From an optimization exercise on the open Yosys and OpenROAD flow, aimed at small area, a short achievable clock period and few clock cycles per item; shortcuts taken in it are not production practice. In this exercise RTL edits were held to simulation tests only and were not proved equivalent to the original. No activity file was given, so power comes from the tool's default toggle rates.

--- flow/config.mk ---
export PLATFORM = sky130hd
export DESIGN_NAME = execTop
export DESIGN_NICKNAME = execTop
export VERILOG_FILES = /design/flow/design.v
export SDC_FILE = /design/flow/constraint.sdc
export NUM_CORES = 4
export LEC_CHECK = 0
export ABC_AREA = 1
export CAP_MARGIN = 20
export CORE_MARGIN = 2
export CORE_UTILIZATION = 40
export SETUP_SLACK_MARGIN = 3.0
export SLEW_MARGIN = 20
--- flow/constraint.sdc ---
create_clock -name core_clock -period 6.0 [get_ports {clk}]
set_input_delay 1.2000 -clock core_clock [delete_from_list [all_inputs] [get_ports {clk}]]
set_output_delay 1.2000 -clock core_clock [all_outputs]
set_load 0.01 [all_outputs]
--- flow/design.v ---
`default_nettype none
package execPkg;
	localparam int dataWidth = 32;
	localparam int shiftWidth = 5;  
	localparam int mulDigits = 4;
	localparam int mulBits = 2 * mulDigits;
	typedef logic [dataWidth-1:0] word_t;
	typedef enum logic [2:0] {
		opAdd = 3'd0,
		opSub = 3'd1,
		opAnd = 3'd2,
		opOr = 3'd3,
		opSll = 3'd4,
		opSra = 3'd5,
		opMul = 3'd6  
	} aluOp_t;
endpackage
`default_nettype wire
`default_nettype none
module aluUnit (
	input execPkg::word_t opA,
	input execPkg::word_t opB,
	input logic [2:0] op,
	input execPkg::word_t cmpA,  
	input execPkg::word_t cmpB,
	output execPkg::word_t aluSum,  
	output execPkg::word_t aluCarry,  
	output logic aluCin,  
	output logic aluNeq,
	output logic aluLt
);
	localparam int W = execPkg::dataWidth;
	logic [execPkg::shiftWidth-1:0] shAmt;
	execPkg::word_t shStage [execPkg::shiftWidth+1];
	assign shAmt = opB[execPkg::shiftWidth-1:0];  
	assign shStage[0] = opA;
	for (genvar i = 0; i < execPkg::shiftWidth; i++) begin : gShift
		assign shStage[i+1] = shAmt[i]
			? {{(2**i){opA[W-1]}}, shStage[i][W-1:2**i]}
			: shStage[i];
	end
	always_comb begin
		aluCarry = '0;
		aluCin = 1'b0;
		case (op)
			execPkg::opAdd: begin
				aluSum = opA;
				aluCarry = opB;
			end
			execPkg::opSub: begin
				aluSum = opA;  
				aluCarry = ~opB;
				aluCin = 1'b1;
			end
			execPkg::opAnd: aluSum = opA & opB;
			execPkg::opOr: aluSum = opA | opB;
			execPkg::opSra: aluSum = shStage[execPkg::shiftWidth];
			default: aluSum = '0;  
		endcase
	end
	assign aluNeq = (cmpA != cmpB);
	assign aluLt = (cmpA[W-1] != cmpB[W-1]) ? cmpA[W-1] : (cmpA[W-2:0] < cmpB[W-2:0]);
endmodule
module addPrefix (
	input logic [31:0] a,
	input logic [31:0] b,
	input logic cin,
	output logic [31:0] sum
);
	logic [31:0] p;
	logic [31:0] g;
	assign p = a ^ b;
	assign g = a & b;
	logic g0c;
	assign g0c = g[0] | (p[0] & cin);
	logic G0_1;
	assign G0_1 = g[1] | (p[1] & g0c);
	logic G0_3;
	assign G0_3 = g[3] | (p[3] & g[2]);
	logic P0_3;
	assign P0_3 = p[3] & p[2];
	logic G0_5;
	assign G0_5 = g[5] | (p[5] & g[4]);
	logic P0_5;
	assign P0_5 = p[5] & p[4];
	logic G0_7;
	assign G0_7 = g[7] | (p[7] & g[6]);
	logic P0_7;
	assign P0_7 = p[7] & p[6];
	logic G0_9;
	assign G0_9 = g[9] | (p[9] & g[8]);
	logic P0_9;
	assign P0_9 = p[9] & p[8];
	logic G0_11;
	assign G0_11 = g[11] | (p[11] & g[10]);
	logic P0_11;
	assign P0_11 = p[11] & p[10];
	logic G0_13;
	assign G0_13 = g[13] | (p[13] & g[12]);
	logic P0_13;
	assign P0_13 = p[13] & p[12];
	logic G0_15;
	assign G0_15 = g[15] | (p[15] & g[14]);
	logic P0_15;
	assign P0_15 = p[15] & p[14];
	logic G0_17;
	assign G0_17 = g[17] | (p[17] & g[16]);
	logic P0_17;
	assign P0_17 = p[17] & p[16];
	logic G0_19;
	assign G0_19 = g[19] | (p[19] & g[18]);
	logic P0_19;
	assign P0_19 = p[19] & p[18];
	logic G0_21;
	assign G0_21 = g[21] | (p[21] & g[20]);
	logic P0_21;
	assign P0_21 = p[21] & p[20];
	logic G0_23;
	assign G0_23 = g[23] | (p[23] & g[22]);
	logic P0_23;
	assign P0_23 = p[23] & p[22];
	logic G0_25;
	assign G0_25 = g[25] | (p[25] & g[24]);
	logic P0_25;
	assign P0_25 = p[25] & p[24];
	logic G0_27;
	assign G0_27 = g[27] | (p[27] & g[26]);
	logic P0_27;
	assign P0_27 = p[27] & p[26];
	logic G0_29;
	assign G0_29 = g[29] | (p[29] & g[28]);
	logic P0_29;
	assign P0_29 = p[29] & p[28];
	logic G0_31;
	assign G0_31 = g[31] | (p[31] & g[30]);
	logic P0_31;
	assign P0_31 = p[31] & p[30];
	logic G1_3;
	assign G1_3 = G0_3 | (P0_3 & G0_1);
	logic G1_7;
	assign G1_7 = G0_7 | (P0_7 & G0_5);
	logic P1_7;
	assign P1_7 = P0_7 & P0_5;
	logic G1_11;
	assign G1_11 = G0_11 | (P0_11 & G0_9);
	logic P1_11;
	assign P1_11 = P0_11 & P0_9;
	logic G1_15;
	assign G1_15 = G0_15 | (P0_15 & G0_13);
	logic P1_15;
	assign P1_15 = P0_15 & P0_13;
	logic G1_19;
	assign G1_19 = G0_19 | (P0_19 & G0_17);
	logic P1_19;
	assign P1_19 = P0_19 & P0_17;
	logic G1_23;
	assign G1_23 = G0_23 | (P0_23 & G0_21);
	logic P1_23;
	assign P1_23 = P0_23 & P0_21;
	logic G1_27;
	assign G1_27 = G0_27 | (P0_27 & G0_25);
	logic P1_27;
	assign P1_27 = P0_27 & P0_25;
	logic G1_31;
	assign G1_31 = G0_31 | (P0_31 & G0_29);
	logic P1_31;
	assign P1_31 = P0_31 & P0_29;
	logic G2_7;
	assign G2_7 = G1_7 | (P1_7 & G1_3);
	logic G2_15;
	assign G2_15 = G1_15 | (P1_15 & G1_11);
	logic P2_15;
	assign P2_15 = P1_15 & P1_11;
	logic G2_23;
	assign G2_23 = G1_23 | (P1_23 & G1_19);
	logic P2_23;
	assign P2_23 = P1_23 & P1_19;
	logic G2_31;
	assign G2_31 = G1_31 | (P1_31 & G1_27);
	logic P2_31;
	assign P2_31 = P1_31 & P1_27;
	logic G3_15;
	assign G3_15 = G2_15 | (P2_15 & G2_7);
	logic G3_31;
	assign G3_31 = G2_31 | (P2_31 & G2_23);
	logic P3_31;
	assign P3_31 = P2_31 & P2_23;
	logic G4_31;
	assign G4_31 = G3_31 | (P3_31 & G3_15);
	logic G5_23;
	assign G5_23 = G2_23 | (P2_23 & G3_15);
	logic G6_11;
	assign G6_11 = G1_11 | (P1_11 & G2_7);
	logic G6_19;
	assign G6_19 = G1_19 | (P1_19 & G3_15);
	logic G6_27;
	assign G6_27 = G1_27 | (P1_27 & G5_23);
	logic G7_5;
	assign G7_5 = G0_5 | (P0_5 & G1_3);
	logic G7_9;
	assign G7_9 = G0_9 | (P0_9 & G2_7);
	logic G7_13;
	assign G7_13 = G0_13 | (P0_13 & G6_11);
	logic G7_17;
	assign G7_17 = G0_17 | (P0_17 & G3_15);
	logic G7_21;
	assign G7_21 = G0_21 | (P0_21 & G6_19);
	logic G7_25;
	assign G7_25 = G0_25 | (P0_25 & G5_23);
	logic G7_29;
	assign G7_29 = G0_29 | (P0_29 & G6_27);
	logic G8_2;
	assign G8_2 = g[2] | (p[2] & G0_1);
	logic G8_4;
	assign G8_4 = g[4] | (p[4] & G1_3);
	logic G8_6;
	assign G8_6 = g[6] | (p[6] & G7_5);
	logic G8_8;
	assign G8_8 = g[8] | (p[8] & G2_7);
	logic G8_10;
	assign G8_10 = g[10] | (p[10] & G7_9);
	logic G8_12;
	assign G8_12 = g[12] | (p[12] & G6_11);
	logic G8_14;
	assign G8_14 = g[14] | (p[14] & G7_13);
	logic G8_16;
	assign G8_16 = g[16] | (p[16] & G3_15);
	logic G8_18;
	assign G8_18 = g[18] | (p[18] & G7_17);
	logic G8_20;
	assign G8_20 = g[20] | (p[20] & G6_19);
	logic G8_22;
	assign G8_22 = g[22] | (p[22] & G7_21);
	logic G8_24;
	assign G8_24 = g[24] | (p[24] & G5_23);
	logic G8_26;
	assign G8_26 = g[26] | (p[26] & G7_25);
	logic G8_28;
	assign G8_28 = g[28] | (p[28] & G6_27);
	logic G8_30;
	assign G8_30 = g[30] | (p[30] & G7_29);
	logic [31:0] c;
	assign c = {G8_30, G7_29, G8_28, G6_27, G8_26, G7_25, G8_24, G5_23, G8_22, G7_21, G8_20, G6_19, G8_18, G7_17, G8_16, G3_15, G8_14, G7_13, G8_12, G6_11, G8_10, G7_9, G8_8, G2_7, G8_6, G7_5, G8_4, G1_3, G8_2, G0_1, g0c, cin};
	assign sum = p ^ c;
endmodule
`default_nettype wire
`default_nettype none
module mulUnit (
	input execPkg::word_t mcand,  
	input logic [execPkg::mulDigits-1:0] digOne,  
	input logic [execPkg::mulDigits-1:0] digTwo,
	input logic [execPkg::mulDigits-1:0] digNeg,
	input execPkg::word_t accSum,  
	input execPkg::word_t accCarry,
	output execPkg::word_t nextSum,
	output execPkg::word_t nextCarry
);
	boothStep tree (
		.mc(mcand),
		.one(digOne),
		.two(digTwo),
		.neg(digNeg),
		.s(accSum),
		.c(accCarry),
		.os(nextSum),
		.oc(nextCarry)
	);
endmodule
module boothStep (
	input logic [31:0] mc,  
	input logic [3:0] one,  
	input logic [3:0] two,  
	input logic [3:0] neg,  
	input logic [31:0] s,
	input logic [31:0] c,
	output logic [31:0] os,
	output logic [31:0] oc
);
	logic one0, two0, neg0;
	logic [31:0] pp0;
	logic one1, two1, neg1;
	logic [31:2] pp1;
	logic one2, two2, neg2;
	logic [31:4] pp2;
	logic one3, two3, neg3;
	logic [31:6] pp3;
	logic fs1;
	logic fc2;
	logic fs3;
	logic fc4;
	logic fs5;
	logic fc6;
	logic fs7;
	logic fc8;
	logic fs9;
	logic fc10;
	logic fs11;
	logic fc12;
	logic fs13;
	logic fc14;
	logic fs15;
	logic fc16;
	logic fs17;
	logic fc18;
	logic fs19;
	logic fc20;
	logic fs21;
	logic fc22;
	logic fs23;
	logic fc24;
	logic fs25;
	logic fc26;
	logic fs27;
	logic fc28;
	logic fs29;
	logic fc30;
	logic fs31;
	logic fc32;
	logic fs33;
	logic fc34;
	logic fs35;
	logic fc36;
	logic fs37;
	logic fc38;
	logic fs39;
	logic fc40;
	logic fs41;
	logic fc42;
	logic fs43;
	logic fc44;
	logic fs45;
	logic fc46;
	logic fs47;
	logic fc48;
	logic fs49;
	logic fc50;
	logic fs51;
	logic fc52;
	logic fs53;
	logic fc54;
	logic fs55;
	logic fc56;
	logic fs57;
	logic fc58;
	logic fs59;
	logic fc60;
	logic fs61;
	logic fc62;
	logic fs63;
	logic fc64;
	logic fs65;
	logic fc66;
	logic fs67;
	logic fc68;
	logic fs69;
	logic fc70;
	logic fs71;
	logic fc72;
	logic fs73;
	logic fc74;
	logic fs75;
	logic fc76;
	logic fs77;
	logic fc78;
	logic fs79;
	logic fc80;
	logic fs81;
	logic fc82;
	logic fs83;
	logic fc84;
	logic fs85;
	logic fc86;
	logic fs87;
	logic fc88;
	logic fs89;
	logic fc90;
	logic fs91;
	logic fc92;
	logic fs93;
	logic fc94;
	logic fs95;
	logic fc96;
	logic fs97;
	logic fc98;
	logic fs99;
	logic fc100;
	logic fs101;
	logic fc102;
	logic fs103;
	logic fc104;
	logic fs105;
	logic fc106;
	logic fs107;
	logic fc108;
	logic fs109;
	logic fc110;
	logic fs111;
	logic fc112;
	logic fs113;
	logic fc114;
	logic fs115;
	logic fc116;
	logic fs117;
	logic fc118;
	logic fs119;
	logic fc120;
	logic fs121;
	logic fc122;
	logic fs123;
	logic fc124;
	logic fs125;
	logic fc126;
	logic fs127;
	logic fc128;
	logic fs129;
	logic fc130;
	logic fs131;
	logic fc132;
	logic fs133;
	logic fc134;
	logic fs135;
	logic fc136;
	logic fs137;
	logic fc138;
	logic fs139;
	logic fc140;
	logic fs141;
	logic fc142;
	logic fs143;
	logic fc144;
	logic fs145;
	logic fc146;
	logic fs147;
	logic fc148;
	logic fs149;
	logic fc150;
	logic fs151;
	logic fc152;
	logic fs153;
	logic fc154;
	logic fs155;
	logic fc156;
	logic fs157;
	logic fc158;
	logic fs159;
	logic fc160;
	logic fs161;
	logic fc162;
	logic fs163;
	logic fc164;
	logic fs165;
	logic fc166;
	logic fs167;
	logic fc168;
	logic fs169;
	logic fc170;
	logic fs171;
	logic fc172;
	logic fs173;
	logic fc174;
	logic fs175;
	logic fc176;
	logic fs177;
	logic fc178;
	logic fs179;
	logic fc180;
	logic fs181;
	logic fc182;
	logic fs183;
	logic fc184;
	logic fs185;
	logic fc186;
	logic fs187;
	logic fc188;
	logic fs189;
	logic fc190;
	logic fs191;
	logic fc192;
	logic fs193;
	logic fc194;
	logic fs195;
	logic fc196;
	logic fs197;
	logic fc198;
	logic fs199;
	logic fc200;
	logic fs201;
	logic fc202;
	logic fs203;
	logic fc204;
	logic fs205;
	logic fc206;
	logic fs207;
	logic fc208;
	logic fs209;
	logic fc210;
	logic fs211;
	logic fc212;
	logic fs213;
	logic fc214;
	logic fs215;
	logic fc216;
	logic fs217;
	logic fc218;
	logic fs219;
	logic fc220;
	logic fs221;
	logic fc222;
	logic fs223;
	logic fc224;
	logic fs225;
	logic fs226;
	logic fs227;
	logic fs228;
	assign one0 = one[0];
	assign two0 = two[0];
	assign neg0 = neg[0];
	assign pp0[0] = (one0 & mc[0]) ^ neg0;
	assign pp0[1] = ((one0 & mc[1]) | (two0 & mc[0])) ^ neg0;
	assign pp0[2] = ((one0 & mc[2]) | (two0 & mc[1])) ^ neg0;
	assign pp0[3] = ((one0 & mc[3]) | (two0 & mc[2])) ^ neg0;
	assign pp0[4] = ((one0 & mc[4]) | (two0 & mc[3])) ^ neg0;
	assign pp0[5] = ((one0 & mc[5]) | (two0 & mc[4])) ^ neg0;
	assign pp0[6] = ((one0 & mc[6]) | (two0 & mc[5])) ^ neg0;
	assign pp0[7] = ((one0 & mc[7]) | (two0 & mc[6])) ^ neg0;
	assign pp0[8] = ((one0 & mc[8]) | (two0 & mc[7])) ^ neg0;
	assign pp0[9] = ((one0 & mc[9]) | (two0 & mc[8])) ^ neg0;
	assign pp0[10] = ((one0 & mc[10]) | (two0 & mc[9])) ^ neg0;
	assign pp0[11] = ((one0 & mc[11]) | (two0 & mc[10])) ^ neg0;
	assign pp0[12] = ((one0 & mc[12]) | (two0 & mc[11])) ^ neg0;
	assign pp0[13] = ((one0 & mc[13]) | (two0 & mc[12])) ^ neg0;
	assign pp0[14] = ((one0 & mc[14]) | (two0 & mc[13])) ^ neg0;
	assign pp0[15] = ((one0 & mc[15]) | (two0 & mc[14])) ^ neg0;
	assign pp0[16] = ((one0 & mc[16]) | (two0 & mc[15])) ^ neg0;
	assign pp0[17] = ((one0 & mc[17]) | (two0 & mc[16])) ^ neg0;
	assign pp0[18] = ((one0 & mc[18]) | (two0 & mc[17])) ^ neg0;
	assign pp0[19] = ((one0 & mc[19]) | (two0 & mc[18])) ^ neg0;
	assign pp0[20] = ((one0 & mc[20]) | (two0 & mc[19])) ^ neg0;
	assign pp0[21] = ((one0 & mc[21]) | (two0 & mc[20])) ^ neg0;
	assign pp0[22] = ((one0 & mc[22]) | (two0 & mc[21])) ^ neg0;
	assign pp0[23] = ((one0 & mc[23]) | (two0 & mc[22])) ^ neg0;
	assign pp0[24] = ((one0 & mc[24]) | (two0 & mc[23])) ^ neg0;
	assign pp0[25] = ((one0 & mc[25]) | (two0 & mc[24])) ^ neg0;
	assign pp0[26] = ((one0 & mc[26]) | (two0 & mc[25])) ^ neg0;
	assign pp0[27] = ((one0 & mc[27]) | (two0 & mc[26])) ^ neg0;
	assign pp0[28] = ((one0 & mc[28]) | (two0 & mc[27])) ^ neg0;
	assign pp0[29] = ((one0 & mc[29]) | (two0 & mc[28])) ^ neg0;
	assign pp0[30] = ((one0 & mc[30]) | (two0 & mc[29])) ^ neg0;
	assign pp0[31] = ((one0 & mc[31]) | (two0 & mc[30])) ^ neg0;
	assign one1 = one[1];
	assign two1 = two[1];
	assign neg1 = neg[1];
	assign pp1[2] = (one1 & mc[0]) ^ neg1;
	assign pp1[3] = ((one1 & mc[1]) | (two1 & mc[0])) ^ neg1;
	assign pp1[4] = ((one1 & mc[2]) | (two1 & mc[1])) ^ neg1;
	assign pp1[5] = ((one1 & mc[3]) | (two1 & mc[2])) ^ neg1;
	assign pp1[6] = ((one1 & mc[4]) | (two1 & mc[3])) ^ neg1;
	assign pp1[7] = ((one1 & mc[5]) | (two1 & mc[4])) ^ neg1;
	assign pp1[8] = ((one1 & mc[6]) | (two1 & mc[5])) ^ neg1;
	assign pp1[9] = ((one1 & mc[7]) | (two1 & mc[6])) ^ neg1;
	assign pp1[10] = ((one1 & mc[8]) | (two1 & mc[7])) ^ neg1;
	assign pp1[11] = ((one1 & mc[9]) | (two1 & mc[8])) ^ neg1;
	assign pp1[12] = ((one1 & mc[10]) | (two1 & mc[9])) ^ neg1;
	assign pp1[13] = ((one1 & mc[11]) | (two1 & mc[10])) ^ neg1;
	assign pp1[14] = ((one1 & mc[12]) | (two1 & mc[11])) ^ neg1;
	assign pp1[15] = ((one1 & mc[13]) | (two1 & mc[12])) ^ neg1;
	assign pp1[16] = ((one1 & mc[14]) | (two1 & mc[13])) ^ neg1;
	assign pp1[17] = ((one1 & mc[15]) | (two1 & mc[14])) ^ neg1;
	assign pp1[18] = ((one1 & mc[16]) | (two1 & mc[15])) ^ neg1;
	assign pp1[19] = ((one1 & mc[17]) | (two1 & mc[16])) ^ neg1;
	assign pp1[20] = ((one1 & mc[18]) | (two1 & mc[17])) ^ neg1;
	assign pp1[21] = ((one1 & mc[19]) | (two1 & mc[18])) ^ neg1;
	assign pp1[22] = ((one1 & mc[20]) | (two1 & mc[19])) ^ neg1;
	assign pp1[23] = ((one1 & mc[21]) | (two1 & mc[20])) ^ neg1;
	assign pp1[24] = ((one1 & mc[22]) | (two1 & mc[21])) ^ neg1;
	assign pp1[25] = ((one1 & mc[23]) | (two1 & mc[22])) ^ neg1;
	assign pp1[26] = ((one1 & mc[24]) | (two1 & mc[23])) ^ neg1;
	assign pp1[27] = ((one1 & mc[25]) | (two1 & mc[24])) ^ neg1;
	assign pp1[28] = ((one1 & mc[26]) | (two1 & mc[25])) ^ neg1;
	assign pp1[29] = ((one1 & mc[27]) | (two1 & mc[26])) ^ neg1;
	assign pp1[30] = ((one1 & mc[28]) | (two1 & mc[27])) ^ neg1;
	assign pp1[31] = ((one1 & mc[29]) | (two1 & mc[28])) ^ neg1;
	assign one2 = one[2];
	assign two2 = two[2];
	assign neg2 = neg[2];
	assign pp2[4] = (one2 & mc[0]) ^ neg2;
	assign pp2[5] = ((one2 & mc[1]) | (two2 & mc[0])) ^ neg2;
	assign pp2[6] = ((one2 & mc[2]) | (two2 & mc[1])) ^ neg2;
	assign pp2[7] = ((one2 & mc[3]) | (two2 & mc[2])) ^ neg2;
	assign pp2[8] = ((one2 & mc[4]) | (two2 & mc[3])) ^ neg2;
	assign pp2[9] = ((one2 & mc[5]) | (two2 & mc[4])) ^ neg2;
	assign pp2[10] = ((one2 & mc[6]) | (two2 & mc[5])) ^ neg2;
	assign pp2[11] = ((one2 & mc[7]) | (two2 & mc[6])) ^ neg2;
	assign pp2[12] = ((one2 & mc[8]) | (two2 & mc[7])) ^ neg2;
	assign pp2[13] = ((one2 & mc[9]) | (two2 & mc[8])) ^ neg2;
	assign pp2[14] = ((one2 & mc[10]) | (two2 & mc[9])) ^ neg2;
	assign pp2[15] = ((one2 & mc[11]) | (two2 & mc[10])) ^ neg2;
	assign pp2[16] = ((one2 & mc[12]) | (two2 & mc[11])) ^ neg2;
	assign pp2[17] = ((one2 & mc[13]) | (two2 & mc[12])) ^ neg2;
	assign pp2[18] = ((one2 & mc[14]) | (two2 & mc[13])) ^ neg2;
	assign pp2[19] = ((one2 & mc[15]) | (two2 & mc[14])) ^ neg2;
	assign pp2[20] = ((one2 & mc[16]) | (two2 & mc[15])) ^ neg2;
	assign pp2[21] = ((one2 & mc[17]) | (two2 & mc[16])) ^ neg2;
	assign pp2[22] = ((one2 & mc[18]) | (two2 & mc[17])) ^ neg2;
	assign pp2[23] = ((one2 & mc[19]) | (two2 & mc[18])) ^ neg2;
	assign pp2[24] = ((one2 & mc[20]) | (two2 & mc[19])) ^ neg2;
	assign pp2[25] = ((one2 & mc[21]) | (two2 & mc[20])) ^ neg2;
	assign pp2[26] = ((one2 & mc[22]) | (two2 & mc[21])) ^ neg2;
	assign pp2[27] = ((one2 & mc[23]) | (two2 & mc[22])) ^ neg2;
	assign pp2[28] = ((one2 & mc[24]) | (two2 & mc[23])) ^ neg2;
	assign pp2[29] = ((one2 & mc[25]) | (two2 & mc[24])) ^ neg2;
	assign pp2[30] = ((one2 & mc[26]) | (two2 & mc[25])) ^ neg2;
	assign pp2[31] = ((one2 & mc[27]) | (two2 & mc[26])) ^ neg2;
	assign one3 = one[3];
	assign two3 = two[3];
	assign neg3 = neg[3];
	assign pp3[6] = (one3 & mc[0]) ^ neg3;
	assign pp3[7] = ((one3 & mc[1]) | (two3 & mc[0])) ^ neg3;
	assign pp3[8] = ((one3 & mc[2]) | (two3 & mc[1])) ^ neg3;
	assign pp3[9] = ((one3 & mc[3]) | (two3 & mc[2])) ^ neg3;
	assign pp3[10] = ((one3 & mc[4]) | (two3 & mc[3])) ^ neg3;
	assign pp3[11] = ((one3 & mc[5]) | (two3 & mc[4])) ^ neg3;
	assign pp3[12] = ((one3 & mc[6]) | (two3 & mc[5])) ^ neg3;
	assign pp3[13] = ((one3 & mc[7]) | (two3 & mc[6])) ^ neg3;
	assign pp3[14] = ((one3 & mc[8]) | (two3 & mc[7])) ^ neg3;
	assign pp3[15] = ((one3 & mc[9]) | (two3 & mc[8])) ^ neg3;
	assign pp3[16] = ((one3 & mc[10]) | (two3 & mc[9])) ^ neg3;
	assign pp3[17] = ((one3 & mc[11]) | (two3 & mc[10])) ^ neg3;
	assign pp3[18] = ((one3 & mc[12]) | (two3 & mc[11])) ^ neg3;
	assign pp3[19] = ((one3 & mc[13]) | (two3 & mc[12])) ^ neg3;
	assign pp3[20] = ((one3 & mc[14]) | (two3 & mc[13])) ^ neg3;
	assign pp3[21] = ((one3 & mc[15]) | (two3 & mc[14])) ^ neg3;
	assign pp3[22] = ((one3 & mc[16]) | (two3 & mc[15])) ^ neg3;
	assign pp3[23] = ((one3 & mc[17]) | (two3 & mc[16])) ^ neg3;
	assign pp3[24] = ((one3 & mc[18]) | (two3 & mc[17])) ^ neg3;
	assign pp3[25] = ((one3 & mc[19]) | (two3 & mc[18])) ^ neg3;
	assign pp3[26] = ((one3 & mc[20]) | (two3 & mc[19])) ^ neg3;
	assign pp3[27] = ((one3 & mc[21]) | (two3 & mc[20])) ^ neg3;
	assign pp3[28] = ((one3 & mc[22]) | (two3 & mc[21])) ^ neg3;
	assign pp3[29] = ((one3 & mc[23]) | (two3 & mc[22])) ^ neg3;
	assign pp3[30] = ((one3 & mc[24]) | (two3 & mc[23])) ^ neg3;
	assign pp3[31] = ((one3 & mc[25]) | (two3 & mc[24])) ^ neg3;
	assign fs1 = neg0 ^ s[0] ^ c[0];
	assign fc2 = (neg0 & s[0]) | (neg0 & c[0]) | (s[0] & c[0]);
	assign fs3 = s[1] ^ c[1] ^ fc2;
	assign fc4 = (s[1] & c[1]) | (s[1] & fc2) | (c[1] & fc2);
	assign fs5 = neg1 ^ s[2] ^ c[2];
	assign fc6 = (neg1 & s[2]) | (neg1 & c[2]) | (s[2] & c[2]);
	assign fs7 = pp0[2] ^ pp1[2] ^ fs5;
	assign fc8 = (pp0[2] & pp1[2]) | (pp0[2] & fs5) | (pp1[2] & fs5);
	assign fs9 = s[3] ^ c[3] ^ fc6;
	assign fc10 = (s[3] & c[3]) | (s[3] & fc6) | (c[3] & fc6);
	assign fs11 = pp0[3] ^ pp1[3] ^ fc8;
	assign fc12 = (pp0[3] & pp1[3]) | (pp0[3] & fc8) | (pp1[3] & fc8);
	assign fs13 = neg2 ^ s[4] ^ c[4];
	assign fc14 = (neg2 & s[4]) | (neg2 & c[4]) | (s[4] & c[4]);
	assign fs15 = pp0[4] ^ pp1[4] ^ pp2[4];
	assign fc16 = (pp0[4] & pp1[4]) | (pp0[4] & pp2[4]) | (pp1[4] & pp2[4]);
	assign fs17 = fs13 ^ fc10 ^ fs15;
	assign fc18 = (fs13 & fc10) | (fs13 & fs15) | (fc10 & fs15);
	assign fs19 = s[5] ^ c[5] ^ fc14;
	assign fc20 = (s[5] & c[5]) | (s[5] & fc14) | (c[5] & fc14);
	assign fs21 = pp0[5] ^ pp1[5] ^ pp2[5];
	assign fc22 = (pp0[5] & pp1[5]) | (pp0[5] & pp2[5]) | (pp1[5] & pp2[5]);
	assign fs23 = fc16 ^ fs19 ^ fs21;
	assign fc24 = (fc16 & fs19) | (fc16 & fs21) | (fs19 & fs21);
	assign fs25 = neg3 ^ s[6] ^ c[6];
	assign fc26 = (neg3 & s[6]) | (neg3 & c[6]) | (s[6] & c[6]);
	assign fs27 = pp0[6] ^ pp1[6] ^ pp2[6];
	assign fc28 = (pp0[6] & pp1[6]) | (pp0[6] & pp2[6]) | (pp1[6] & pp2[6]);
	assign fs29 = pp3[6] ^ fs25 ^ fc20;
	assign fc30 = (pp3[6] & fs25) | (pp3[6] & fc20) | (fs25 & fc20);
	assign fs31 = fc22 ^ fs27 ^ fs29;
	assign fc32 = (fc22 & fs27) | (fc22 & fs29) | (fs27 & fs29);
	assign fs33 = s[7] ^ c[7] ^ fc26;
	assign fc34 = (s[7] & c[7]) | (s[7] & fc26) | (c[7] & fc26);
	assign fs35 = pp0[7] ^ pp1[7] ^ pp2[7];
	assign fc36 = (pp0[7] & pp1[7]) | (pp0[7] & pp2[7]) | (pp1[7] & pp2[7]);
	assign fs37 = pp3[7] ^ fc28 ^ fs33;
	assign fc38 = (pp3[7] & fc28) | (pp3[7] & fs33) | (fc28 & fs33);
	assign fs39 = fs35 ^ fc30 ^ fs37;
	assign fc40 = (fs35 & fc30) | (fs35 & fs37) | (fc30 & fs37);
	assign fs41 = s[8] ^ c[8] ^ pp0[8];
	assign fc42 = (s[8] & c[8]) | (s[8] & pp0[8]) | (c[8] & pp0[8]);
	assign fs43 = pp1[8] ^ pp2[8] ^ pp3[8];
	assign fc44 = (pp1[8] & pp2[8]) | (pp1[8] & pp3[8]) | (pp2[8] & pp3[8]);
	assign fs45 = fc34 ^ fc36 ^ fs41;
	assign fc46 = (fc34 & fc36) | (fc34 & fs41) | (fc36 & fs41);
	assign fs47 = fs43 ^ fc38 ^ fs45;
	assign fc48 = (fs43 & fc38) | (fs43 & fs45) | (fc38 & fs45);
	assign fs49 = s[9] ^ c[9] ^ pp0[9];
	assign fc50 = (s[9] & c[9]) | (s[9] & pp0[9]) | (c[9] & pp0[9]);
	assign fs51 = pp1[9] ^ pp2[9] ^ pp3[9];
	assign fc52 = (pp1[9] & pp2[9]) | (pp1[9] & pp3[9]) | (pp2[9] & pp3[9]);
	assign fs53 = fc42 ^ fc44 ^ fs49;
	assign fc54 = (fc42 & fc44) | (fc42 & fs49) | (fc44 & fs49);
	assign fs55 = fs51 ^ fc46 ^ fs53;
	assign fc56 = (fs51 & fc46) | (fs51 & fs53) | (fc46 & fs53);
	assign fs57 = s[10] ^ c[10] ^ pp0[10];
	assign fc58 = (s[10] & c[10]) | (s[10] & pp0[10]) | (c[10] & pp0[10]);
	assign fs59 = pp1[10] ^ pp2[10] ^ pp3[10];
	assign fc60 = (pp1[10] & pp2[10]) | (pp1[10] & pp3[10]) | (pp2[10] & pp3[10]);
	assign fs61 = fc50 ^ fc52 ^ fs57;
	assign fc62 = (fc50 & fc52) | (fc50 & fs57) | (fc52 & fs57);
	assign fs63 = fs59 ^ fc54 ^ fs61;
	assign fc64 = (fs59 & fc54) | (fs59 & fs61) | (fc54 & fs61);
	assign fs65 = s[11] ^ c[11] ^ pp0[11];
	assign fc66 = (s[11] & c[11]) | (s[11] & pp0[11]) | (c[11] & pp0[11]);
	assign fs67 = pp1[11] ^ pp2[11] ^ pp3[11];
	assign fc68 = (pp1[11] & pp2[11]) | (pp1[11] & pp3[11]) | (pp2[11] & pp3[11]);
	assign fs69 = fc58 ^ fc60 ^ fs65;
	assign fc70 = (fc58 & fc60) | (fc58 & fs65) | (fc60 & fs65);
	assign fs71 = fs67 ^ fc62 ^ fs69;
	assign fc72 = (fs67 & fc62) | (fs67 & fs69) | (fc62 & fs69);
	assign fs73 = s[12] ^ c[12] ^ pp0[12];
	assign fc74 = (s[12] & c[12]) | (s[12] & pp0[12]) | (c[12] & pp0[12]);
	assign fs75 = pp1[12] ^ pp2[12] ^ pp3[12];
	assign fc76 = (pp1[12] & pp2[12]) | (pp1[12] & pp3[12]) | (pp2[12] & pp3[12]);
	assign fs77 = fc66 ^ fc68 ^ fs73;
	assign fc78 = (fc66 & fc68) | (fc66 & fs73) | (fc68 & fs73);
	assign fs79 = fs75 ^ fc70 ^ fs77;
	assign fc80 = (fs75 & fc70) | (fs75 & fs77) | (fc70 & fs77);
	assign fs81 = s[13] ^ c[13] ^ pp0[13];
	assign fc82 = (s[13] & c[13]) | (s[13] & pp0[13]) | (c[13] & pp0[13]);
	assign fs83 = pp1[13] ^ pp2[13] ^ pp3[13];
	assign fc84 = (pp1[13] & pp2[13]) | (pp1[13] & pp3[13]) | (pp2[13] & pp3[13]);
	assign fs85 = fc74 ^ fc76 ^ fs81;
	assign fc86 = (fc74 & fc76) | (fc74 & fs81) | (fc76 & fs81);
	assign fs87 = fs83 ^ fc78 ^ fs85;
	assign fc88 = (fs83 & fc78) | (fs83 & fs85) | (fc78 & fs85);
	assign fs89 = s[14] ^ c[14] ^ pp0[14];
	assign fc90 = (s[14] & c[14]) | (s[14] & pp0[14]) | (c[14] & pp0[14]);
	assign fs91 = pp1[14] ^ pp2[14] ^ pp3[14];
	assign fc92 = (pp1[14] & pp2[14]) | (pp1[14] & pp3[14]) | (pp2[14] & pp3[14]);
	assign fs93 = fc82 ^ fc84 ^ fs89;
	assign fc94 = (fc82 & fc84) | (fc82 & fs89) | (fc84 & fs89);
	assign fs95 = fs91 ^ fc86 ^ fs93;
	assign fc96 = (fs91 & fc86) | (fs91 & fs93) | (fc86 & fs93);
	assign fs97 = s[15] ^ c[15] ^ pp0[15];
	assign fc98 = (s[15] & c[15]) | (s[15] & pp0[15]) | (c[15] & pp0[15]);
	assign fs99 = pp1[15] ^ pp2[15] ^ pp3[15];
	assign fc100 = (pp1[15] & pp2[15]) | (pp1[15] & pp3[15]) | (pp2[15] & pp3[15]);
	assign fs101 = fc90 ^ fc92 ^ fs97;
	assign fc102 = (fc90 & fc92) | (fc90 & fs97) | (fc92 & fs97);
	assign fs103 = fs99 ^ fc94 ^ fs101;
	assign fc104 = (fs99 & fc94) | (fs99 & fs101) | (fc94 & fs101);
	assign fs105 = s[16] ^ c[16] ^ pp0[16];
	assign fc106 = (s[16] & c[16]) | (s[16] & pp0[16]) | (c[16] & pp0[16]);
	assign fs107 = pp1[16] ^ pp2[16] ^ pp3[16];
	assign fc108 = (pp1[16] & pp2[16]) | (pp1[16] & pp3[16]) | (pp2[16] & pp3[16]);
	assign fs109 = fc98 ^ fc100 ^ fs105;
	assign fc110 = (fc98 & fc100) | (fc98 & fs105) | (fc100 & fs105);
	assign fs111 = fs107 ^ fc102 ^ fs109;
	assign fc112 = (fs107 & fc102) | (fs107 & fs109) | (fc102 & fs109);
	assign fs113 = s[17] ^ c[17] ^ pp0[17];
	assign fc114 = (s[17] & c[17]) | (s[17] & pp0[17]) | (c[17] & pp0[17]);
	assign fs115 = pp1[17] ^ pp2[17] ^ pp3[17];
	assign fc116 = (pp1[17] & pp2[17]) | (pp1[17] & pp3[17]) | (pp2[17] & pp3[17]);
	assign fs117 = fc106 ^ fc108 ^ fs113;
	assign fc118 = (fc106 & fc108) | (fc106 & fs113) | (fc108 & fs113);
	assign fs119 = fs115 ^ fc110 ^ fs117;
	assign fc120 = (fs115 & fc110) | (fs115 & fs117) | (fc110 & fs117);
	assign fs121 = s[18] ^ c[18] ^ pp0[18];
	assign fc122 = (s[18] & c[18]) | (s[18] & pp0[18]) | (c[18] & pp0[18]);
	assign fs123 = pp1[18] ^ pp2[18] ^ pp3[18];
	assign fc124 = (pp1[18] & pp2[18]) | (pp1[18] & pp3[18]) | (pp2[18] & pp3[18]);
	assign fs125 = fc114 ^ fc116 ^ fs121;
	assign fc126 = (fc114 & fc116) | (fc114 & fs121) | (fc116 & fs121);
	assign fs127 = fs123 ^ fc118 ^ fs125;
	assign fc128 = (fs123 & fc118) | (fs123 & fs125) | (fc118 & fs125);
	assign fs129 = s[19] ^ c[19] ^ pp0[19];
	assign fc130 = (s[19] & c[19]) | (s[19] & pp0[19]) | (c[19] & pp0[19]);
	assign fs131 = pp1[19] ^ pp2[19] ^ pp3[19];
	assign fc132 = (pp1[19] & pp2[19]) | (pp1[19] & pp3[19]) | (pp2[19] & pp3[19]);
	assign fs133 = fc122 ^ fc124 ^ fs129;
	assign fc134 = (fc122 & fc124) | (fc122 & fs129) | (fc124 & fs129);
	assign fs135 = fs131 ^ fc126 ^ fs133;
	assign fc136 = (fs131 & fc126) | (fs131 & fs133) | (fc126 & fs133);
	assign fs137 = s[20] ^ c[20] ^ pp0[20];
	assign fc138 = (s[20] & c[20]) | (s[20] & pp0[20]) | (c[20] & pp0[20]);
	assign fs139 = pp1[20] ^ pp2[20] ^ pp3[20];
	assign fc140 = (pp1[20] & pp2[20]) | (pp1[20] & pp3[20]) | (pp2[20] & pp3[20]);
	assign fs141 = fc130 ^ fc132 ^ fs137;
	assign fc142 = (fc130 & fc132) | (fc130 & fs137) | (fc132 & fs137);
	assign fs143 = fs139 ^ fc134 ^ fs141;
	assign fc144 = (fs139 & fc134) | (fs139 & fs141) | (fc134 & fs141);
	assign fs145 = s[21] ^ c[21] ^ pp0[21];
	assign fc146 = (s[21] & c[21]) | (s[21] & pp0[21]) | (c[21] & pp0[21]);
	assign fs147 = pp1[21] ^ pp2[21] ^ pp3[21];
	assign fc148 = (pp1[21] & pp2[21]) | (pp1[21] & pp3[21]) | (pp2[21] & pp3[21]);
	assign fs149 = fc138 ^ fc140 ^ fs145;
	assign fc150 = (fc138 & fc140) | (fc138 & fs145) | (fc140 & fs145);
	assign fs151 = fs147 ^ fc142 ^ fs149;
	assign fc152 = (fs147 & fc142) | (fs147 & fs149) | (fc142 & fs149);
	assign fs153 = s[22] ^ c[22] ^ pp0[22];
	assign fc154 = (s[22] & c[22]) | (s[22] & pp0[22]) | (c[22] & pp0[22]);
	assign fs155 = pp1[22] ^ pp2[22] ^ pp3[22];
	assign fc156 = (pp1[22] & pp2[22]) | (pp1[22] & pp3[22]) | (pp2[22] & pp3[22]);
	assign fs157 = fc146 ^ fc148 ^ fs153;
	assign fc158 = (fc146 & fc148) | (fc146 & fs153) | (fc148 & fs153);
	assign fs159 = fs155 ^ fc150 ^ fs157;
	assign fc160 = (fs155 & fc150) | (fs155 & fs157) | (fc150 & fs157);
	assign fs161 = s[23] ^ c[23] ^ pp0[23];
	assign fc162 = (s[23] & c[23]) | (s[23] & pp0[23]) | (c[23] & pp0[23]);
	assign fs163 = pp1[23] ^ pp2[23] ^ pp3[23];
	assign fc164 = (pp1[23] & pp2[23]) | (pp1[23] & pp3[23]) | (pp2[23] & pp3[23]);
	assign fs165 = fc154 ^ fc156 ^ fs161;
	assign fc166 = (fc154 & fc156) | (fc154 & fs161) | (fc156 & fs161);
	assign fs167 = fs163 ^ fc158 ^ fs165;
	assign fc168 = (fs163 & fc158) | (fs163 & fs165) | (fc158 & fs165);
	assign fs169 = s[24] ^ c[24] ^ pp0[24];
	assign fc170 = (s[24] & c[24]) | (s[24] & pp0[24]) | (c[24] & pp0[24]);
	assign fs171 = pp1[24] ^ pp2[24] ^ pp3[24];
	assign fc172 = (pp1[24] & pp2[24]) | (pp1[24] & pp3[24]) | (pp2[24] & pp3[24]);
	assign fs173 = fc162 ^ fc164 ^ fs169;
	assign fc174 = (fc162 & fc164) | (fc162 & fs169) | (fc164 & fs169);
	assign fs175 = fs171 ^ fc166 ^ fs173;
	assign fc176 = (fs171 & fc166) | (fs171 & fs173) | (fc166 & fs173);
	assign fs177 = s[25] ^ c[25] ^ pp0[25];
	assign fc178 = (s[25] & c[25]) | (s[25] & pp0[25]) | (c[25] & pp0[25]);
	assign fs179 = pp1[25] ^ pp2[25] ^ pp3[25];
	assign fc180 = (pp1[25] & pp2[25]) | (pp1[25] & pp3[25]) | (pp2[25] & pp3[25]);
	assign fs181 = fc170 ^ fc172 ^ fs177;
	assign fc182 = (fc170 & fc172) | (fc170 & fs177) | (fc172 & fs177);
	assign fs183 = fs179 ^ fc174 ^ fs181;
	assign fc184 = (fs179 & fc174) | (fs179 & fs181) | (fc174 & fs181);
	assign fs185 = s[26] ^ c[26] ^ pp0[26];
	assign fc186 = (s[26] & c[26]) | (s[26] & pp0[26]) | (c[26] & pp0[26]);
	assign fs187 = pp1[26] ^ pp2[26] ^ pp3[26];
	assign fc188 = (pp1[26] & pp2[26]) | (pp1[26] & pp3[26]) | (pp2[26] & pp3[26]);
	assign fs189 = fc178 ^ fc180 ^ fs185;
	assign fc190 = (fc178 & fc180) | (fc178 & fs185) | (fc180 & fs185);
	assign fs191 = fs187 ^ fc182 ^ fs189;
	assign fc192 = (fs187 & fc182) | (fs187 & fs189) | (fc182 & fs189);
	assign fs193 = s[27] ^ c[27] ^ pp0[27];
	assign fc194 = (s[27] & c[27]) | (s[27] & pp0[27]) | (c[27] & pp0[27]);
	assign fs195 = pp1[27] ^ pp2[27] ^ pp3[27];
	assign fc196 = (pp1[27] & pp2[27]) | (pp1[27] & pp3[27]) | (pp2[27] & pp3[27]);
	assign fs197 = fc186 ^ fc188 ^ fs193;
	assign fc198 = (fc186 & fc188) | (fc186 & fs193) | (fc188 & fs193);
	assign fs199 = fs195 ^ fc190 ^ fs197;
	assign fc200 = (fs195 & fc190) | (fs195 & fs197) | (fc190 & fs197);
	assign fs201 = s[28] ^ c[28] ^ pp0[28];
	assign fc202 = (s[28] & c[28]) | (s[28] & pp0[28]) | (c[28] & pp0[28]);
	assign fs203 = pp1[28] ^ pp2[28] ^ pp3[28];
	assign fc204 = (pp1[28] & pp2[28]) | (pp1[28] & pp3[28]) | (pp2[28] & pp3[28]);
	assign fs205 = fc194 ^ fc196 ^ fs201;
	assign fc206 = (fc194 & fc196) | (fc194 & fs201) | (fc196 & fs201);
	assign fs207 = fs203 ^ fc198 ^ fs205;
	assign fc208 = (fs203 & fc198) | (fs203 & fs205) | (fc198 & fs205);
	assign fs209 = s[29] ^ c[29] ^ pp0[29];
	assign fc210 = (s[29] & c[29]) | (s[29] & pp0[29]) | (c[29] & pp0[29]);
	assign fs211 = pp1[29] ^ pp2[29] ^ pp3[29];
	assign fc212 = (pp1[29] & pp2[29]) | (pp1[29] & pp3[29]) | (pp2[29] & pp3[29]);
	assign fs213 = fc202 ^ fc204 ^ fs209;
	assign fc214 = (fc202 & fc204) | (fc202 & fs209) | (fc204 & fs209);
	assign fs215 = fs211 ^ fc206 ^ fs213;
	assign fc216 = (fs211 & fc206) | (fs211 & fs213) | (fc206 & fs213);
	assign fs217 = s[30] ^ c[30] ^ pp0[30];
	assign fc218 = (s[30] & c[30]) | (s[30] & pp0[30]) | (c[30] & pp0[30]);
	assign fs219 = pp1[30] ^ pp2[30] ^ pp3[30];
	assign fc220 = (pp1[30] & pp2[30]) | (pp1[30] & pp3[30]) | (pp2[30] & pp3[30]);
	assign fs221 = fc210 ^ fc212 ^ fs217;
	assign fc222 = (fc210 & fc212) | (fc210 & fs217) | (fc212 & fs217);
	assign fs223 = fs219 ^ fc214 ^ fs221;
	assign fc224 = (fs219 & fc214) | (fs219 & fs221) | (fc214 & fs221);
	assign fs225 = s[31] ^ c[31] ^ pp0[31];
	assign fs226 = pp1[31] ^ pp2[31] ^ pp3[31];
	assign fs227 = fc218 ^ fc220 ^ fs225;
	assign fs228 = fs226 ^ fc222 ^ fs227;
	assign os = {fc224, fc216, fc208, fc200, fc192, fc184, fc176, fc168, fc160, fc152, fc144, fc136, fc128, fc120, fc112, fc104, fc96, fc88, fc80, fc72, fc64, fc56, fc48, fc40, fc32, fc24, fc18, fc12, fs9, fc4, pp0[1], pp0[0]};
	assign oc = {fs228, fs223, fs215, fs207, fs199, fs191, fs183, fs175, fs167, fs159, fs151, fs143, fs135, fs127, fs119, fs111, fs103, fs95, fs87, fs79, fs71, fs63, fs55, fs47, fs39, fs31, fs23, fs17, fs11, fs7, fs3, fs1};
endmodule
`default_nettype wire
`default_nettype none
module execControl (
	input logic clk,
	input logic rst,
	input logic start,
	input logic [2:0] op,
	input execPkg::word_t opA,
	input execPkg::word_t opB,
	output execPkg::word_t latA,
	output execPkg::word_t latB,
	output logic [2:0] latOp,
	output logic [execPkg::mulDigits-1:0] digOne,  
	output logic [execPkg::mulDigits-1:0] digTwo,
	output logic [execPkg::mulDigits-1:0] digNeg,
	input execPkg::word_t aluSum,
	input execPkg::word_t aluCarry,
	input logic aluCin,
	input logic aluNeq,
	input logic aluLt,
	input execPkg::word_t nextSum,
	input execPkg::word_t nextCarry,
	output execPkg::word_t accSum,
	output execPkg::word_t accCarry,
	output logic firstStep,
	output execPkg::word_t result,
	output logic neq,
	output logic lt,
	output logic done,
	output logic busy
);
	localparam int W = execPkg::dataWidth;
	localparam int NB = execPkg::mulBits;
	localparam int D = execPkg::mulDigits;
	logic accept;
	logic valid;  
	logic last;  
	logic nextLast;
	execPkg::word_t nextB;  
	logic stepping;  
	logic shift;  
	logic shiftQ;
	logic mulAccept;
	logic isSll;  
	logic capNeq;  
	logic capLt;
	logic nextStepping;
	logic rowsDone;  
	logic accCin;
	logic rowNeq;  
	logic rowLt;
	execPkg::word_t sum;
	logic [NB:0] digBits;  
	logic [D-1:0] nextOne;
	logic [D-1:0] nextTwo;
	logic [D-1:0] nextNeg;
	assign shift = shiftQ;
	assign busy = shiftQ;
	assign accept = start && !busy && (op != 3'd7);  
	assign isSll = (op == execPkg::opSll);
	assign mulAccept = accept && (op == execPkg::opMul || isSll);
	assign nextStepping = mulAccept || shift;
	always_ff @(posedge clk) begin
		if (rst) begin
			valid <= 1'b0;
			firstStep <= 1'b0;
			stepping <= 1'b0;
			shiftQ <= 1'b0;
			rowsDone <= 1'b0;
			done <= 1'b0;
		end else begin
			valid <= accept;
			firstStep <= mulAccept;
			stepping <= nextStepping;
			shiftQ <= nextStepping && !nextLast;
			rowsDone <= (valid && !firstStep) || (stepping && last);
			done <= rowsDone;
		end
	end
	assign nextB = shift ? {{NB{latB[W-1]}}, latB[W-1:NB]} : opB;  
	always_ff @(posedge clk) begin
		if (shift) begin
			latA <= latA << NB;
		end else begin
			latA <= isSll ? opA << {opB[execPkg::shiftWidth-1:3], 3'b000} : opA;
			latOp <= op;
		end
		latB <= nextB;
	end
	assign digBits = {nextB[NB-1:0], shift && latB[NB-1]};
	assign nextLast = (!shift && isSll) || (nextB[W-1:NB-1] == {(W-NB+1){nextB[W-1]}});
	always_comb begin
		for (int j = 0; j < D; j++) begin
			if (!shift && isSll) begin
				nextOne[j] = (opB[2:1] == j) && !opB[0];
				nextTwo[j] = (opB[2:1] == j) && opB[0];
				nextNeg[j] = 1'b0;
			end else begin
				nextOne[j] = digBits[2*j+1] ^ digBits[2*j];
				nextTwo[j] = (digBits[2*j+2] && !digBits[2*j+1] && !digBits[2*j])
					|| (!digBits[2*j+2] && digBits[2*j+1] && digBits[2*j]);
				nextNeg[j] = digBits[2*j+2];
			end
		end
	end
	always_ff @(posedge clk) begin
		digOne <= nextOne;
		digTwo <= nextTwo;
		digNeg <= nextNeg;
		last <= nextLast;
	end
	always_ff @(posedge clk) begin
		if (stepping) begin
			accSum <= nextSum;
			accCarry <= nextCarry;
			accCin <= 1'b0;
		end else begin
			accSum <= aluSum;
			accCarry <= aluCarry;
			accCin <= aluCin;
		end
		if (accept) begin
			capNeq <= aluNeq;
			capLt <= aluLt;
		end
		if (valid) begin
			rowNeq <= capNeq;
			rowLt <= capLt;
		end
		result <= sum;
		neq <= rowNeq;
		lt <= rowLt;
	end
	addPrefix adder (
		.a(accSum),
		.b(accCarry),
		.cin(accCin),
		.sum(sum)
	);
endmodule
`default_nettype wire
`default_nettype none
module execTop (
	input logic clk,
	input logic rst,
	input logic start,
	input logic [2:0] op,  
	input logic [31:0] opA,
	input logic [31:0] opB,
	output logic [31:0] result,
	output logic neq,
	output logic lt,
	output logic done,
	output logic busy
);
	execPkg::word_t latA;
	execPkg::word_t latB;
	logic [2:0] latOp;
	logic [execPkg::mulDigits-1:0] digOne;
	logic [execPkg::mulDigits-1:0] digTwo;
	logic [execPkg::mulDigits-1:0] digNeg;
	execPkg::word_t aluSum;
	execPkg::word_t aluCarry;
	logic aluCin;
	logic aluNeq;
	logic aluLt;
	execPkg::word_t nextSum;
	execPkg::word_t nextCarry;
	execPkg::word_t accSum;
	execPkg::word_t accCarry;
	logic firstStep;
	execControl control (
		.clk(clk),
		.rst(rst),
		.start(start),
		.op(op),
		.opA(opA),
		.opB(opB),
		.latA(latA),
		.latB(latB),
		.latOp(latOp),
		.digOne(digOne),
		.digTwo(digTwo),
		.digNeg(digNeg),
		.aluSum(aluSum),
		.aluCarry(aluCarry),
		.aluCin(aluCin),
		.aluNeq(aluNeq),
		.aluLt(aluLt),
		.nextSum(nextSum),
		.nextCarry(nextCarry),
		.accSum(accSum),
		.accCarry(accCarry),
		.firstStep(firstStep),
		.result(result),
		.neq(neq),
		.lt(lt),
		.done(done),
		.busy(busy)
	);
	aluUnit alu (
		.opA(latA),
		.opB(latB),
		.op(latOp),
		.cmpA(opA),
		.cmpB(opB),
		.aluSum(aluSum),
		.aluCarry(aluCarry),
		.aluCin(aluCin),
		.aluNeq(aluNeq),
		.aluLt(aluLt)
	);
	mulUnit mul (
		.mcand(latA),
		.digOne(digOne),
		.digTwo(digTwo),
		.digNeg(digNeg),
		.accSum(firstStep ? '0 : accSum),
		.accCarry(firstStep ? '0 : accCarry),
		.nextSum(nextSum),
		.nextCarry(nextCarry)
	);
endmodule
`default_nettype wire
--- flow/run.sh ---
#!/bin/bash
# synth_recipe.tcl (not shown) runs the flow's synth.tcl, then flattens the netlist and writes it again
# the make line also repeats each setting of config.mk as NAME=value (left out here)
make -C /OpenROAD-flow-scripts/flow DESIGN_CONFIG=/design/flow/config.mk WORK_HOME=/design/flow/orfs CLKGATE_MAP_FILE= SYNTH_SCRIPT=/design/flow/synth_recipe.tcl finish
==> results.cfg, run 1 <==
[status]
status = no timing/DRC/antenna violations

[logic_synthesis]
synthCells = 2192
synthesis.nets = 2450
synth-main-ff-cell = dfxtp_1
yosysSeqAreaShare_pct = 23.6
ys_warn_count = 3
synth-seq-cells = 189
async_flop_share_pct = 0
syn_area_per_cell_um2 = 7.44
synth_edf_count = 7
syn_area_um2 = 16300
yosys.cell_types.count = 47

[cts]
cts-root-buf = clkbuf_16
postCtsHoldBufs = 0
cts.path.max_buffers = 2
clk_pin_slew_ps = 80
cts_made_buffers = 17
insertion_delay_ps = 480
numClockSinks = 189
htree_levels = 4
cts_tree = done

[sta]
slew_headroom_pct = 34.2
tns_ps = 0
setup_violations = 0
hold_viol_final = 0
drv_slew = 0
rsz0062_at_grt = yes
min_period_over_period_pct = 49.5
fin_crit_ps = 2970
tightest_slew_ps = 986
finClkSkew_ps = 14.9
final.setup.worst_slack_ps = 3030
timing.fmax_mhz = 337

[drt]
dr_total_vias = 15800
avgRoutedWirePerCell_um = 21.5
drt_wl_total_mm = 59.6
drc = 0
via_per_inst = 5.71
drtIter0Drc = 1804
ant_nets = 0
drt_first_pass_iters = 6

[floorplan]
rows = 73
die_y_um = 206
die_area_um2 = 42400
io_pins = 106
initial_utilization_pct = 40.7
core-area_um2 = 40000
die_x_um = 206

[place]
place_congestion = 0.987
place_ws_ps = 2380
post_dp_cell_area_um2 = 17500
dp_hpwl_mm = 45.4
port_buffers = 105

[global_routing]
grt_overflow_total = 0
track_usage_pct = 28.3
grt_pass1_vias = 15200
grt_pass1_wl_mm = 90.5
antenna_found_initial = 0
grt_start_max_net_pins = 84

[setup_path]
worstSetupStartpoint = control.latA[2]$_SDFF_PP0_
r2r_slack_ps = 3030
worstSetupStartpointType = register
cp-endpoint = control.accCarry[9]$_DFF_P_
crit_fanout = 9
r2r-end = control.accCarry[9]$_DFF_P_
end_kind = register
cp.required_ps = 6370
path_class = register to register
rr_startpoint = control.latA[2]$_SDFF_PP0_
r2r_cells = 8
critPathArrivalTime_ps = 3340

[final_layout]
areaGrowthSynthToFinish_pct = 14.1
nets = 2488
antenna_cells = 0
drive_above_1_share_pct = 8.87
fin_util_pct = 46.5
fin_area_um2 = 18600

[power_and_ir_drop]
p_per_area_nw_per_um2 = 337
p_leak_nw = 8.65
max-vdd-ir-drop_v = 0.000221
p_total_w = 0.00626

[min_path]
hold_class = register to register
min_from = control.rowNeq$_DFFE_PP_

[flow_run]
maxCapViolations = 0
[stage by stage]
| stage | cells | hold WS, ps |
|---|---|---|
| floorplan | 2192 | 323 |
| global route | 2768 | 377 |
| finish | 2768 | 356 |
| CTS | 2755 | 365 |
| detailed placement | 2716 | 346 |
| global placement | 2716 | 349 |
[sequential cells by signal (all words and copies together) (netlist names)]
| name | count |
|---|---|
| control.digNeg | 4 |
| control.digTwo | 4 |
| control.capNeq | 1 |
| control.rowsDone | 1 |
| control.neq | 1 |
| control.firstStep | 1 |
| control.rowNeq | 1 |
| control.lt | 1 |
| control.latB | 32 |
| control.done | 1 |
| control.stepping | 1 |
| control.capLt | 1 |
| control.latA | 32 |
| control.valid | 1 |
| control.last | 1 |
| control.accSum | 32 |
| control.digOne | 4 |
| control.accCin | 1 |
| control.result | 32 |
| control.shiftQ | 1 |
| control.accCarry | 32 |
| control.rowLt | 1 |
| control.latOp | 3 |
[logic make-up after synthesis]
family	synth area share, %
adders and majority gates	20.4
buffers and inverters	10.1
muxes	0.0614
DFF	23.6
AOI/OAI and AO/OA	14.8
and+or+nand+nor	23.8
xor gates and xnor gates	7.20
[Yosys cell counts, types with 41 or more instances]
cell	count	area [um2]
nand2_1	474	1780
inv_1	228	856
nand3_1	210	1050
dfxtp_1	182	3640
nor2_1	138	518
fa_1	129	2580
xor2_1	126	1100
o22ai_1	122	763
o21ai_0	83	415
ha_1	59	738
a21oi_1	55	275
clkbuf_1	55	206
buf_2	41	205
[critical path: stages (launching register included)]
cell and delay (ps):
dfxtp_1 420, clkinvlp_4 280, o22ai_1 270, xor2_1 120, fa_1 440, fa_1 500
fa_1 500, nor2_1 60, a31oi_1 280
[report_power, final]
part / switching (W) / internal, W / total [W]
registers: 0.000188 / 0.00151 / 0.00170
logic: 0.00193 / 0.00144 / 0.00337
clock network: 0.000594 / 0.000595 / 0.00119
total: 0.00272 / 0.00354 / 0.00626
[cells in the final DEF, fill, tap and decap left out, types with 11 or more instances in the layout]
cell | netlist | layout
nand2_1 | 474 | 467
inv_1 | 228 | 218
nand3_1 | 210 | 210
dfxtp_1 | 182 | 170
nor2_1 | 138 | 136
fa_1 | 129 | 127
xor2_1 | 126 | 124
o22ai_1 | 122 | 117
clkdlybuf4s50_1 | 0 | 103
o21ai_0 | 83 | 83
ha_1 | 59 | 59
a21oi_1 | 55 | 55
a31oi_1 | 36 | 36
o21ai_1 | 33 | 33
o211ai_1 | 32 | 32
nand3_2 | 25 | 25
buf_4 | 11 | 22
inv_4 | 0 | 21
clkbuf_16 | 0 | 18
inv_2 | 10 | 15
a221oi_1 | 14 | 14
nor3_1 | 12 | 12
nand2_2 | 5 | 11
[per-layer routing]
layer  global-route usage (%)  vias to the layer above  part of all wire (%)
met1                     37.7                     7527                    43
met4                     12.8                        0                   4.3
met2                     45.1                      836                    45
met3                     4.71                      125                   7.7
met5                        0                        -                     0
li1                         -                     7309                     -
[final cells by class]
class,instances,area [um2]
Fill cell,4087,21400
Multi-Input combinational cell,1611,10900
Sequential cell,189,3890
Timing Repair Buffer,141,1440
Inverter,266,1090
Tap cell,525,657
Clock buffer,17,425
Clock inverter,15,170
Timing Repair inverter,4,26.3
[how the worst min path moves through the flow]
stage | to | slack (ps) | depth (start not counted)
2_1_floorplan | control.lt$_DFF_P_ | 320 | 0
3_3_place_gp | control.neq$_DFF_P_ | 350 | 0
3_5_place_dp | control.neq$_DFF_P_ | 350 | 0
4_1_cts | control.neq$_DFF_P_ | 360 | 0
5_1_grt | control.neq$_DFF_P_ | 380 | 0
6_report | control.neq$_DFF_P_ | 360 | 0
[what timing repair did]
item / CTS / global route
pin swaps: 0 / 8
gates cloned: 3 / 2
setup buffers: 4 / 11
hold endpoints to repair: 0 / 0
gates resized for setup: 57 / 52
endpoints found under the setup margin: 61 / 33
Testbench counts, summed over its fixed seeds: cycles 15,655, ops 12,000.
==> run 2: changes to the inputs <==
--- a/flow/config.mk
+++ b/flow/config.mk
@@ -11,2 +11,3 @@
 export CORE_UTILIZATION = 40
+export GPL_TIMING_DRIVEN = 0
 export SETUP_SLACK_MARGIN = 3.0
==> run 2 against run 1 <==
Still clean on timing, DRC and antenna. First-iteration DRC count down 6.9%. Non-clock buffer count increased by 108. Fmax decreased by 1.5%. Synthesized cell count unchanged. Sequential cell count unchanged.
==> results.cfg, run 2 <==
[floorplan]
die_area_um2 = 42400
die_x_um = 206
io_pins = 106
rows = 73
initial_utilization_pct = 40.7
core-area_um2 = 40000
die_y_um = 206

[sta]
hold_viol_final = 0
fin_crit_ps = 3020
tns_ps = 0
tightest_slew_ps = 986
timing.fmax_mhz = 332
slew_headroom_pct = 34.3
drv_slew = 0
finClkSkew_ps = 28.2
rsz0062_at_grt = yes
final.setup.worst_slack_ps = 2980
setup_violations = 0
min_period_over_period_pct = 50.3

[logic_synthesis]
async_flop_share_pct = 0
yosys.area.top_type = dfxtp_1
syn_area_per_cell_um2 = 7.44
synth_top_area_share_pct = 22.4
synth-main-ff-cell = dfxtp_1
synthCells = 2192
synthTopCellsByArea = dfxtp_1 22%, fa_1 16%, nand2_1 11%
synth_edf_count = 7
synthMostInstantiatedCell = nand2_1
synth_common_cells = 474 x nand2_1, 228 x inv_1, 210 x nand3_1
synth-seq-cells = 189
yosysSeqAreaShare_pct = 23.6
syn_area_um2 = 16300
ys_warn_count = 3
synthesis.nets = 2450
yosys.cell_types.count = 47

[cts]
numClockSinks = 189
insertion_delay_ps = 510
htree_levels = 4
clk_pin_slew_ps = 80
cts_tree = done
cts_made_buffers = 17
postCtsHoldBufs = 0
cts.path.max_buffers = 2
cts-root-buf = clkbuf_16

[setup_path]
r2r_slack_ps = 2980
critPathArrivalTime_ps = 3420
worstSetupStartpointType = register
worstSetupStartpoint = control.digNeg[0]$_SDFF_PP0_
r2r_cells = 8
cp-endpoint = control.accCarry[28]$_DFF_P_
r2r-end = control.accCarry[28]$_DFF_P_
end_kind = register
path_class = register to register
rr_startpoint = control.digNeg[0]$_SDFF_PP0_
cp.required_ps = 6410
crit_fanout = 10

[place]
place_ws_ps = 1890
port_buffers = 105
dp_hpwl_mm = 57.2
place_congestion = 1.01

[final_layout]
nets = 2592
final_common_cell = nand2_1
areaGrowthSynthToFinish_pct = 19.7
layout_common_cells = 469 x nand2_1, 218 x inv_1, 210 x nand3_1
antenna_cells = 0
drive_above_1_share_pct = 13.4

[flow_run]
maxCapViolations = 0

[global_routing]
grt_overflow_total = 0
grt_pass1_vias = 16300
track_usage_pct = 33.8
grt_pass1_wl_mm = 103
antenna_found_initial = 2
grt_start_max_net_pins = 20

[drt]
drt_wl_total_mm = 70.1
ant_nets = 0
drt_first_pass_iters = 7
via_per_inst = 5.71
avgRoutedWirePerCell_um = 24.4
drtIter0Drc = 1680
dr_total_vias = 16400
drc = 0

[min_path]
hold_class = register to register

[power_and_ir_drop]
p_leak_nw = 9.04
p_per_area_nw_per_um2 = 346
max-vdd-ir-drop_v = 0.000255

[status]
status = no timing/DRC/antenna violations
[run 2: timing repair]
item | 4_1_cts | 5_1_grt
buffers inserted | 2 | 16
setup endpoints to repair | 61 | 28
pin swaps | 1 | 23
resized for setup | 134 | 131
[run 2: area by class of cell]
cell class / count / area (um2)
Fill cell: 4038 / 20500
Clock inverter: 14 / 125
Multi-Input combinational cell: 1611 / 11200
Sequential cell: 189 / 3890
Inverter: 266 / 1110
Tap cell: 525 / 657
Timing Repair Buffer: 123 / 1210
Clock buffer: 18 / 429
Buffer: 126 / 877
[run 2: cells by family after synthesis]
kind of cell	count (synthesis)	synth area share (%)
adders and majority gates	188	20.4
buffers and inverters	392	10.1
muxes	1	0.0614
AOI/OAI and AO/OA	399	14.8
DFF	189	23.6
xor gates and xnor gates	134	7.20
and+or+nand+nor	889	23.8
[run 2: layer usage]
metal,part of all wire (%),GRT usage [%],up-vias
li1,-,-,7511
met4,4.2,14.6,2
met1,43,45.5,7878
met5,0.019,0,-
met3,8.4,7.24,167
met2,44,52.3,833
[run 2: report_power, final]
part           leakage [nW]  switching (W)  internal, W
registers              1.59       0.000180      0.00151
logic                  7.18        0.00227      0.00164
clock network         0.271       0.000589     0.000546
[run 2: how the worst min path moves through the flow]
| stage | startpoint | endpoint | slack (ps) | depth (start not counted) |
|---|---|---|---|---|
| after floorplan | control.rowLt$_DFFE_PP_ | control.lt$_DFF_P_ | 320 | 0 |
| after global placement | control.rowNeq$_DFFE_PP_ | control.neq$_DFF_P_ | 340 | 0 |
| after detailed placement | control.rowNeq$_DFFE_PP_ | control.neq$_DFF_P_ | 340 | 0 |
| after CTS | control.rowNeq$_DFFE_PP_ | control.neq$_DFF_P_ | 350 | 0 |
| after global routing | control.rowNeq$_DFFE_PP_ | control.neq$_DFF_P_ | 370 | 0 |
| final | control.rowNeq$_DFFE_PP_ | control.neq$_DFF_P_ | 350 | 0 |
[run 2: metrics by stage]
stage	power (W)	instance area, um2	hold slack [ps]	instances	utilization, %
after floorplan	0.00396	16300	323	2192	-
after global placement	0.00531	18000	343	2822	45.0
after detailed placement	0.00532	18000	336	2822	45.0
after CTS	0.00656	18900	349	2856	47.4
after global routing	0.00723	19500	374	2872	48.8
final	0.00674	19500	346	2872	48.8
[run 2: critical path, stage by stage, from the launching register on]
cell     delay [ps]
dfxtp_2         420
buf_6           200
buf_8           210
xor2_4          220
fa_1            440
fa_1            520
fa_2            630
nor2_4           50
a31oi_4         240

[port drivers added, routing unchanged]
How much do the figures lean on ideal ports? The routed layouts below were timed once more, with nothing changed but the port constraints. Step 1, drivers: a clkbuf_16 drives clk and a buf_2 each remaining input, both assumed. Step 2, shift: input delay + t, output delay - t, t = (earliest + latest rising clock arrival at the registers) / 2. This alone moves slack from input paths to output paths. a / b / c = ideal ports / drivers / drivers and shift; a / b = the first two.
run | shift t [ns] | setup WS [ns] | hold WS [ns]
run 1 | 0.528 | 3.030 / 3.030 / 2.623 | 0.356 / 0.356 / 0.356
run 2 | 0.559 | 2.984 / 2.984 / 2.508 | 0.346 / 0.346 / 0.346
After both steps every run listed still meets setup and hold. The setup slack of run 2, which loses most, moves by 0.000 ns with the drivers and by -0.476 ns with both steps.
